This design comes from an exercise in tuning for small area on the open sky130 flow, not from production work. Only simulation tests tie the RTL to the original design; equivalence was not proved. No activity file was given, so power comes from the tool's default toggle rates.

$ cat flow/config.mk
export PLATFORM = sky130hd
export DESIGN_NAME = cpuTop
export DESIGN_NICKNAME = cpuTop
export VERILOG_FILES = /design/flow/design.v
export SDC_FILE = /design/flow/constraint.sdc
export NUM_CORES = 4
export LEC_CHECK = 0
export CAP_MARGIN = 20
export CORE_MARGIN = 2
export CORE_UTILIZATION = 40
export SLEW_MARGIN = 20
$ cat flow/constraint.sdc
create_clock -name core_clock -period 8.0 [get_ports {clk}]
set_input_delay 1.6000 -clock core_clock [delete_from_list [all_inputs] [get_ports {clk}]]
set_output_delay 1.6000 -clock core_clock [all_outputs]
set_load 0.01 [all_outputs]
$ cat flow/design.v
package isaPkg;
   typedef logic [31:0] dataWord;
   typedef logic [4:0]  regIndex;
   typedef logic [5:0]  opcodeField;
   typedef logic [5:0]  functField;
   localparam opcodeField opcodeRFormat = 6'h00;
   localparam opcodeField opcodeAddi    = 6'h03;
   localparam opcodeField opcodeSubi    = 6'h02;
   localparam opcodeField opcodeXori    = 6'h01;
   localparam opcodeField opcodeAndi    = 6'h0F;
   localparam opcodeField opcodeOri     = 6'h0C;
   localparam opcodeField opcodeSw      = 6'h1F;
   localparam opcodeField opcodeLw      = 6'h1E;
   localparam opcodeField opcodeBeq     = 6'h30;
   localparam opcodeField opcodeBne     = 6'h31;
   localparam functField functAdd = 6'h03;
   localparam functField functSub = 6'h02;
   localparam functField functXor = 6'h01;
   localparam functField functAnd = 6'h07;
   localparam functField functOr  = 6'h04;
   localparam functField functSlt = 6'h36;
   localparam functField functSle = 6'h37;
   localparam int opcodeMsb = 31;
   localparam int opcodeLsb = 26;
   localparam int rsMsb     = 25;
   localparam int rsLsb     = 21;
   localparam int rtMsb     = 20;
   localparam int rtLsb     = 16;
   localparam int rdMsb     = 15;
   localparam int rdLsb     = 11;
   localparam int immMsb    = 15;
   localparam int immLsb    = 0;
   localparam int functMsb  = 5;
   localparam int functLsb  = 0;
   localparam dataWord instrBytes = 32'd4;
endpackage
package pipePkg;
   typedef enum logic [2:0] {
      opAdd,
      opSub,
      opXor,
      opAnd,
      opOr,
      opSlt,
      opSle
   } aluOp;
   typedef struct packed {
      logic            taken;
      logic [31:0] offset;
   } branchCtrl;
   typedef struct packed {
      aluOp            op;
      logic [31:0] operandA;
      logic [31:0] operandB;
      logic [31:0] storeData;
      logic [4:0] destReg;
      logic            regWrite;
      logic            memRead;
      logic            memWrite;
   } idExBundle;
   typedef struct packed {
      logic [31:0] aluResult;
      logic [31:0] storeData;
      logic [4:0] destReg;
      logic            regWrite;
      logic            memRead;
      logic            memWrite;
   } exMemBundle;
   typedef struct packed {
      logic            enable;
      logic [4:0] index;
      logic [31:0] value;
   } regWritePort;
endpackage
`timescale 1ns/10ps
module fetchStage #(
   parameter isaPkg::dataWord resetAddr = '0
) (
   input  logic               clk,
   input  logic               reset,
   input  pipePkg::branchCtrl branch,
   output isaPkg::dataWord    instrAddr,
   input  isaPkg::dataWord    instrIn,
   output isaPkg::dataWord    instr,
   output isaPkg::dataWord    nextPc
);
   isaPkg::dataWord seqAddr;
   isaPkg::dataWord branchTarget;
   assign seqAddr = instrAddr + isaPkg::instrBytes;
   assign branchTarget = nextPc + (branch.offset << 2);
   always_ff @(posedge clk) begin
      if (reset) begin
         instrAddr <= resetAddr;
      end else if (branch.taken) begin
         instrAddr <= branchTarget;
      end else begin
         instrAddr <= seqAddr;
      end
   end
   always_ff @(posedge clk) begin
      nextPc <= seqAddr;
      if (reset) begin
         instr <= '0;
      end else begin
         instr <= instrIn;
      end
   end
endmodule
`timescale 1ns/10ps
module decodeStage (
   input  logic               clk,
   input  logic               reset,
   input  isaPkg::dataWord    instr,
   input  isaPkg::dataWord    nextPc,
   output isaPkg::regIndex    readA,
   output isaPkg::regIndex    readB,
   input  isaPkg::dataWord    dataA,
   input  isaPkg::dataWord    dataB,
   output pipePkg::branchCtrl branch,
   output pipePkg::idExBundle toExecute
);
   isaPkg::opcodeField opcode;
   isaPkg::functField  funct;
   isaPkg::regIndex    rd;
   isaPkg::dataWord    immExt;
   pipePkg::aluOp      op;
   logic               useImm;
   logic               destIsRt;
   logic               regWrite;
   logic               memRead;
   logic               memWrite;
   logic               isBeq;
   logic               isBne;
   assign opcode = instr[isaPkg::opcodeMsb:isaPkg::opcodeLsb];
   assign funct  = instr[isaPkg::functMsb:isaPkg::functLsb];
   assign readA  = instr[isaPkg::rsMsb:isaPkg::rsLsb];
   assign readB  = instr[isaPkg::rtMsb:isaPkg::rtLsb];
   assign rd     = instr[isaPkg::rdMsb:isaPkg::rdLsb];
   assign immExt = {{16{instr[isaPkg::immMsb]}}, instr[isaPkg::immMsb:isaPkg::immLsb]};
   always_comb begin
      op       = pipePkg::opAdd;
      useImm   = 1'b1;
      destIsRt = 1'b1;
      regWrite = 1'b0;
      memRead  = 1'b0;
      memWrite = 1'b0;
      isBeq    = 1'b0;
      isBne    = 1'b0;
      case (opcode)
         isaPkg::opcodeAddi: regWrite = 1'b1;
         isaPkg::opcodeSubi: begin
            op       = pipePkg::opSub;
            regWrite = 1'b1;
         end
         isaPkg::opcodeXori: begin
            op       = pipePkg::opXor;
            regWrite = 1'b1;
         end
         isaPkg::opcodeAndi: begin
            op       = pipePkg::opAnd;
            regWrite = 1'b1;
         end
         isaPkg::opcodeOri: begin
            op       = pipePkg::opOr;
            regWrite = 1'b1;
         end
         isaPkg::opcodeLw: begin
            regWrite = 1'b1;
            memRead  = 1'b1;
         end
         isaPkg::opcodeSw:  memWrite = 1'b1;
         isaPkg::opcodeBeq: isBeq = 1'b1;
         isaPkg::opcodeBne: isBne = 1'b1;
         isaPkg::opcodeRFormat: begin
            useImm   = 1'b0;
            destIsRt = 1'b0;
            regWrite = 1'b1;
            case (funct)
               isaPkg::functAdd: op = pipePkg::opAdd;
               isaPkg::functSub: op = pipePkg::opSub;
               isaPkg::functXor: op = pipePkg::opXor;
               isaPkg::functAnd: op = pipePkg::opAnd;
               isaPkg::functOr:  op = pipePkg::opOr;
               isaPkg::functSlt: op = pipePkg::opSlt;
               isaPkg::functSle: op = pipePkg::opSle;
               default:          regWrite = 1'b0;
            endcase
         end
         default: ;
      endcase
   end
   assign branch.taken  = (isBeq && dataA == dataB) || (isBne && dataA != dataB);
   assign branch.offset = immExt;
   always_ff @(posedge clk) begin
      toExecute.op        <= op;
      toExecute.operandA  <= dataA;
      toExecute.operandB  <= useImm ? immExt : dataB;
      toExecute.storeData <= dataB;
      toExecute.destReg   <= destIsRt ? readB : rd;
      if (reset) begin
         toExecute.regWrite <= 1'b0;
         toExecute.memRead  <= 1'b0;
         toExecute.memWrite <= 1'b0;
      end else begin
         toExecute.regWrite <= regWrite;
         toExecute.memRead  <= memRead;
         toExecute.memWrite <= memWrite;
      end
   end
endmodule
`timescale 1ns/10ps
module regFile (
   input  logic                 clk,
   input  logic                 reset,
   input  isaPkg::regIndex      readA,
   input  isaPkg::regIndex      readB,
   output isaPkg::dataWord      dataA,
   output isaPkg::dataWord      dataB,
   input  pipePkg::regWritePort write
);
   isaPkg::dataWord regs [31:1];
   function automatic isaPkg::dataWord readPort(isaPkg::regIndex idx);
      if (idx == '0) begin
         readPort = '0;
      end else if (write.enable && write.index == idx) begin
         readPort = write.value;
      end else begin
         readPort = regs[idx];
      end
   endfunction
   always_ff @(posedge clk) begin
      if (reset) begin
         for (int i = 1; i < 32; i++) begin
            regs[i] <= '0;
         end
      end else if (write.enable && write.index != '0) begin
         regs[write.index] <= write.value;
      end
   end
   always_comb begin
      dataA = readPort(readA);
      dataB = readPort(readB);
   end
endmodule
`timescale 1ns/10ps
module executeStage (
   input  logic                clk,
   input  logic                reset,
   input  pipePkg::idExBundle  fromDecode,
   output pipePkg::exMemBundle toWriteback,
   output isaPkg::dataWord     dataAddr,
   output isaPkg::dataWord     writeData,
   output logic                storeEn
);
   isaPkg::dataWord a;
   isaPkg::dataWord b;
   isaPkg::dataWord aluResult;
   assign a = fromDecode.operandA;
   assign b = fromDecode.operandB;
   always_comb begin
      case (fromDecode.op)
         pipePkg::opAdd: aluResult = a + b;
         pipePkg::opSub: aluResult = a - b;
         pipePkg::opXor: aluResult = a ^ b;
         pipePkg::opAnd: aluResult = a & b;
         pipePkg::opOr:  aluResult = a | b;
         pipePkg::opSlt: aluResult = {31'b0, a < b};
         pipePkg::opSle: aluResult = {31'b0, a <= b};
         default:        aluResult = a + b;
      endcase
   end
   always_ff @(posedge clk) begin
      toWriteback.aluResult <= aluResult;
      toWriteback.storeData <= fromDecode.storeData;
      toWriteback.destReg   <= fromDecode.destReg;
      if (reset) begin
         toWriteback.regWrite <= 1'b0;
         toWriteback.memRead  <= 1'b0;
         toWriteback.memWrite <= 1'b0;
      end else begin
         toWriteback.regWrite <= fromDecode.regWrite;
         toWriteback.memRead  <= fromDecode.memRead;
         toWriteback.memWrite <= fromDecode.memWrite;
      end
   end
   assign dataAddr  = toWriteback.aluResult;
   assign writeData = toWriteback.storeData;
   assign storeEn   = toWriteback.memWrite;
endmodule
`timescale 1ns/10ps
module writebackStage (
   input  logic                 clk,
   input  logic                 reset,
   input  pipePkg::exMemBundle  fromExecute,
   input  isaPkg::dataWord      readData,
   output pipePkg::regWritePort write
);
   isaPkg::dataWord loadData;
   isaPkg::dataWord aluResult;
   isaPkg::regIndex destReg;
   logic            regWrite;
   logic            memRead;
   always_ff @(posedge clk) begin
      loadData  <= readData;
      aluResult <= fromExecute.aluResult;
      destReg   <= fromExecute.destReg;
      if (reset) begin
         regWrite <= 1'b0;
         memRead  <= 1'b0;
      end else begin
         regWrite <= fromExecute.regWrite;
         memRead  <= fromExecute.memRead;
      end
   end
   always_comb begin
      write.enable = regWrite;
      write.index  = destReg;
      write.value  = memRead ? loadData : aluResult;
   end
endmodule
`timescale 1ns/10ps
module cpuTop #(
   parameter isaPkg::dataWord resetAddr = '0
) (
   input  logic            clk,
   input  logic            reset,
   output isaPkg::dataWord instrAddr,
   input  isaPkg::dataWord instr,
   output isaPkg::dataWord dataAddr,
   output isaPkg::dataWord writeData,
   output logic            storeEn,
   input  isaPkg::dataWord readData
);
   pipePkg::branchCtrl   branch;
   isaPkg::dataWord      decodeInstr;
   isaPkg::dataWord      decodeNextPc;
   isaPkg::regIndex      readA;
   isaPkg::regIndex      readB;
   isaPkg::dataWord      dataA;
   isaPkg::dataWord      dataB;
   pipePkg::idExBundle   idEx;
   pipePkg::exMemBundle  exMem;
   pipePkg::regWritePort rfWrite;
   fetchStage #(
      .resetAddr(resetAddr)
   ) i_fetchStage (
      .clk(clk),
      .reset(reset),
      .branch(branch),
      .instrAddr(instrAddr),
      .instrIn(instr),
      .instr(decodeInstr),
      .nextPc(decodeNextPc)
   );
   decodeStage i_decodeStage (
      .clk(clk),
      .reset(reset),
      .instr(decodeInstr),
      .nextPc(decodeNextPc),
      .readA(readA),
      .readB(readB),
      .dataA(dataA),
      .dataB(dataB),
      .branch(branch),
      .toExecute(idEx)
   );
   regFile i_regFile (
      .clk(clk),
      .reset(reset),
      .readA(readA),
      .readB(readB),
      .dataA(dataA),
      .dataB(dataB),
      .write(rfWrite)
   );
   executeStage i_executeStage (
      .clk(clk),
      .reset(reset),
      .fromDecode(idEx),
      .toWriteback(exMem),
      .dataAddr(dataAddr),
      .writeData(writeData),
      .storeEn(storeEn)
   );
   writebackStage i_writebackStage (
      .clk(clk),
      .reset(reset),
      .fromExecute(exMem),
      .readData(readData),
      .write(rfWrite)
   );
endmodule
$ cat flow/run.sh
#!/bin/bash
# synth_recipe.tcl (not shown) runs the flow's synth.tcl, then flattens the netlist and writes it again
# the make line also repeats each setting of config.mk as NAME=value (left out here)
make -C /OpenROAD-flow-scripts/flow DESIGN_CONFIG=/design/flow/config.mk WORK_HOME=/design/flow/orfs CLKGATE_MAP_FILE= SYNTH_SCRIPT=/design/flow/synth_recipe.tcl finish
==> impl_summary.txt <==
----------------------------------------------------
[Drt]
  Antenna-violating nets left ... 0
  Post-DR wirelength/cell ... 32.5 um
  Residual DRC ... 0
  Vias per inst ... 6.34
  Via total after detailed routing ... 49.4k
  Initial DRC Count ... 7890
  Number of optimization iterations in the first detailed-route pass ... 8
  Routed wire length ... 253000 um

[Finish]
  Post-route cell area ... 78200 um2
  Proportion of layout cells with a drive suffix above 1 ... 19.3%
  End-of-flow core utilization ... 45.4%
  Layout area overhead ... 12.5%
  Final-stage net count ... 5559

[STA]
  Min Hold Slack ... 0.323 ns
  Final slew viol count ... 0
  Tmin final ... 6.41 ns
  Actual slew at the worst max-slew pin ... 1.22 ns
  Post-route clock skew ... 0.0409 ns
  Final-layout setup total negative slack ... 0 ns
  Finish-stage setup viols ... 0
  Hold violation count in the final report ... 0
  Highest clock rate ... 156 MHz
  Fraction of the cycle the final worst path needs ... 80.1%
  Worst slew margin relative to its limit ... 18.7%
  Unrepaired setup endpoints after global routing ... no

[Critical path]
  Crit path launch type ... flop
  Beginning of the critical path ... i_fetchStage.instr[20]
  Worst Setup Path Type ... reg2reg
  Minimum setup slack among reg-to-reg paths ... 1.59 ns
  Nature of the critical path endpoint ... flop
  Worst-path maximum fanout ... 24
  Worst setup path end ... i_fetchStage.instrAddr[21]
  Data required time at the worst endpoint ... 8.71 ns
  Crit path arrival time ... 7.12 ns
  Reg2reg start ... i_fetchStage.instr[20]
  Worst r2r dst ... i_fetchStage.instrAddr[21]
  Worst reg-to-reg path cell count ... 14

[Synth]
  Post-Syn Area per Cell ... 12.8 um2
  Cells after synthesis ... 5410
  Mapped Area ... 69400 um2
  Async SR Flop Fraction ... 0%
  Post-synthesis sequential area ratio ... 54.2%
  Number of synthesized flops with an enable pin ... 1024
  Count of synthesis-stage warnings from yosys ... 5
  Top flip-flop cell by instance count after synthesis ... sky130_fd_sc_hd__edfxtp_1
  Seq cells post-synth ... 1370
  Number of unique standard cell types used by synthesis ... 93

[Floorplan]
  Number of top-level pins ... 163
  Starting utilization of the core area ... 40.4%
  Die footprint ... 177000 um2
  Die H ... 421 um
  CORE AREA ... 172000 um2
  Horiz. Die Dim ... 421 um
  Std cell rows ... 152

[Clock tree]
  CTS tree ... yes
  Register clock-pin slew on the reported worst setup and hold paths ... 0.07 ns
  Clk Latency, worst-skew pair ... 0.84 ns
  CTS root buf ... sky130_fd_sc_hd__clkbuf_16
  Clock Path Buffers ... 3
  CTS Hold Bufs ... 0
  Count of cells resized by post-cts repair ... 0
  Num CTS Buffers ... 144
  CTS H-Tree Depth ... 4
  CTS sink cnt ... 1370
  Number of post-CTS setup repair buffers ... 0

[Placed design]
  Count of input and output buffers ... 162
  Final estimated routing congestion in global placement ... 0.982
  HPWL reported at the end of detailed placement ... 157000 um
  Instance area at placement ... 73400 um2

[Global route]
  Leftover overflow at the end of global routing ... 0
  Global-route wire length before repair ... 355000 um
  Overall routing resource usage ... 28.4%
  Initial antenna violation count ... 6
  Via count of the first global-routing pass ... 48.3k
  Maximum number of pins on one net before global-route repair ... 98

[Power]
  Leakage dissipation ... 0.0284 uW
  Total power density per cell area ... 247 nW/um2
  Worst ir drop on vdd ... 0.000203 V
  Overall power consumption ... 19300 uW

[Status]
  Run status ... complete, no violations

[Min path]
  Tightest Hold Check Type ... reg2reg
  Launch point of the worst hold path ... i_executeStage.toWriteback[6]

[Job]
  Number of violations of the max-capacitance limit ... 0

----------------------------------------------------
-- worst min-delay path by stage --
| stage | slack, ns | end | cells after the start |
|---|---|---|---|
| floorplan | 0.31 | i_executeStage.toWriteback[10] | 0 |
| global placement | 0.31 | i_executeStage.toWriteback[5] | 0 |
| detailed placement | 0.31 | i_executeStage.toWriteback[3] | 0 |
| CTS | 0.33 | i_executeStage.toWriteback[3] | 0 |
| global route | 0.33 | i_executeStage.toWriteback[3] | 0 |
| finish | 0.32 | i_writebackStage.destReg[3] | 0 |
-- sequential cells by signal (all words and copies together), names as in the netlist --
signal / count
i_writebackStage.loadData: 32
i_decodeStage.toExecute: 107
i_writebackStage.destReg: 5
i_fetchStage.instr: 32
i_writebackStage.aluResult: 32
i_writebackStage.memRead: 1
i_executeStage.toWriteback: 72
i_writebackStage.regWrite: 1
i_fetchStage.instrAddr: 32
i_fetchStage.nextPc: 32
i_regFile.regs: 1024
-- metal layers --
| metal | up-vias | routed length (um) | global-route usage (%) |
|---|---|---|---|
| met5 | - | 14 | 0 |
| met4 | 2 | 15500 | 15.8 |
| met3 | 696 | 32100 | 7.28 |
| met2 | 3588 | 111000 | 42.1 |
| met1 | 25100 | 94100 | 38.1 |
| li1 | 20000 | - | - |
-- area by class of cell --
type / instances / area [um2]
diodes: 2 / 5.00
clock buffers: 191 / 4020
clock inverters: 70 / 732
fillers: 15300 / 94000
inverters: 161 / 604
multi-input cells: 3379 / 29300
flip-flops and latches: 1370 / 37700
well taps: 2310 / 2890
repair buffers: 308 / 2920
-- report_power, final --
part	total (uW)	switching [uW]	internal, uW	leakage [uW]
Sequential	8510	383	8130	0.0134
Combinational	3920	2590	1330	0.0126
Clock	6890	2950	3930	0.00231
Total	19300	5920	13400	0.0284
-- logic make-up (layout without fill, tap and decap cells) --
family | after synthesis | after routing | synth area share (%)
simple gates | 1719 | 1719 | 10.4
flops | 1370 | 1370 | 54.2
compound gates | 738 | 738 | 7.48
buf+inv | 692 | 730 | 4.84
mux | 670 | 670 | 19.5
fa+ha+maj | 129 | 129 | 2.36
xor+xnor | 91 | 91 | 1.16
other cells | 1 | 34 | 0.00540
-- layout by cell type, fill, tap and decap left out, types with 69 or more instances in the layout --
| master | synthesis | routed |
|---|---|---|
| sky130_fd_sc_hd__clkdlybuf4s50_1 | 0 | 161 |
| sky130_fd_sc_hd__inv_1 | 157 | 157 |
| sky130_fd_sc_hd__edfxtp_1 | 1024 | 1024 |
| sky130_fd_sc_hd__o21ai_0 | 69 | 69 |
| sky130_fd_sc_hd__mux4_2 | 547 | 547 |
| sky130_fd_sc_hd__a21oi_1 | 131 | 131 |
| sky130_fd_sc_hd__buf_4 | 107 | 132 |
| sky130_fd_sc_hd__nand2_1 | 281 | 225 |
| sky130_fd_sc_hd__a22oi_1 | 109 | 109 |
| sky130_fd_sc_hd__nor2b_1 | 72 | 70 |
| sky130_fd_sc_hd__nor2_1 | 1139 | 1137 |
| sky130_fd_sc_hd__dfxtp_1 | 346 | 335 |
| sky130_fd_sc_hd__mux2i_1 | 120 | 88 |
| sky130_fd_sc_hd__clkbuf_16 | 0 | 151 |
| sky130_fd_sc_hd__ha_1 | 126 | 126 |
-- per-stage QoR --
stage | setup WS [ns] | instances
6_report | 1.59 | 7791
5_1_grt | 1.51 | 7789
4_1_cts | 1.88 | 7787
3_5_place_dp | 1.91 | 7526
3_3_place_gp | 1.28 | 7522
2_1_floorplan | 3.98 | 5441
-- critical path, cell delays in order (launching register included) --
cell,delay [ns]
sky130_fd_sc_hd__dfxtp_4,0.64
sky130_fd_sc_hd__buf_4,0.57
sky130_fd_sc_hd__buf_4,0.38
sky130_fd_sc_hd__nor2b_1,0.22
sky130_fd_sc_hd__buf_4,0.28
sky130_fd_sc_hd__a22oi_1,0.17
sky130_fd_sc_hd__nand2_1,0.25
sky130_fd_sc_hd__o22ai_1,0.16
sky130_fd_sc_hd__a211oi_1,0.80
sky130_fd_sc_hd__xor2_1,0.15
sky130_fd_sc_hd__nor4_1,0.99
sky130_fd_sc_hd__and4_4,0.49
sky130_fd_sc_hd__and3_1,0.56
sky130_fd_sc_hd__nor2_4,0.19
sky130_fd_sc_hd__o41ai_2,0.35
-- cells in the mapped netlist (all sizes together), types with 11 or more instances --
library cell  count  area [um2]
clkbuf          298        1120
o31ai            11        82.6
o211ai           31         233
o221ai           16         140
ha              126        1580
xor2             33         289
a221o            24         240
nand2b           18         113
a21o             35         263
a31oi            15        93.8
nand4            23         165
nand2           282        1070
edfxtp         1024       30700
dfxtp           346        6930
nand3            45         230
a221oi           24         216
mux2i           120        1200
a211oi           62         510
nor3             33         165
buf             233        1640
o21a             30         225
a21oi           131         656
o21ai            97         516
inv             159         597
and3             22         138
o22ai            60         375
nor2b            72         450
mux4            547       12300
xnor2            58         516
a22oi           110         831
or2              14        87.6
o21bai           22         165
a211o            14         123
and2             18         113
nor4             12        96.3
nor2           1140        4290

## afterwards: timing with drivers on the ports
Ports are ideal in the flow. The routed layout listed here was re-timed in OpenROAD. Step 1 (the two cells are an assumption about what drives the block):
set clk [get_ports {clk}]
set_driving_cell -lib_cell sky130_fd_sc_hd__clkbuf_16 $clk
set_driving_cell -lib_cell sky130_fd_sc_hd__buf_2 [delete_from_list [all_inputs] $clk]
Step 2 moves the port delays by t, midway between the first and last clock arrival at a register: inputs arrive t later, outputs are due t later. That takes back most of the time a late clock gives input paths. Slacks: ideal ports / drivers / drivers and shift; pairs: ideal ports / drivers.
t (ns): 0.905
setup slack, ns: 1.590 / 1.590 / 1.590
worst hold slack (ns): 0.323 / 0.323 / 0.323
worst setup path at the end: register to register
After both steps this run still meets setup and hold. The setup slack of this run moves by 0.000 ns with the drivers and by 0.000 ns with both steps.
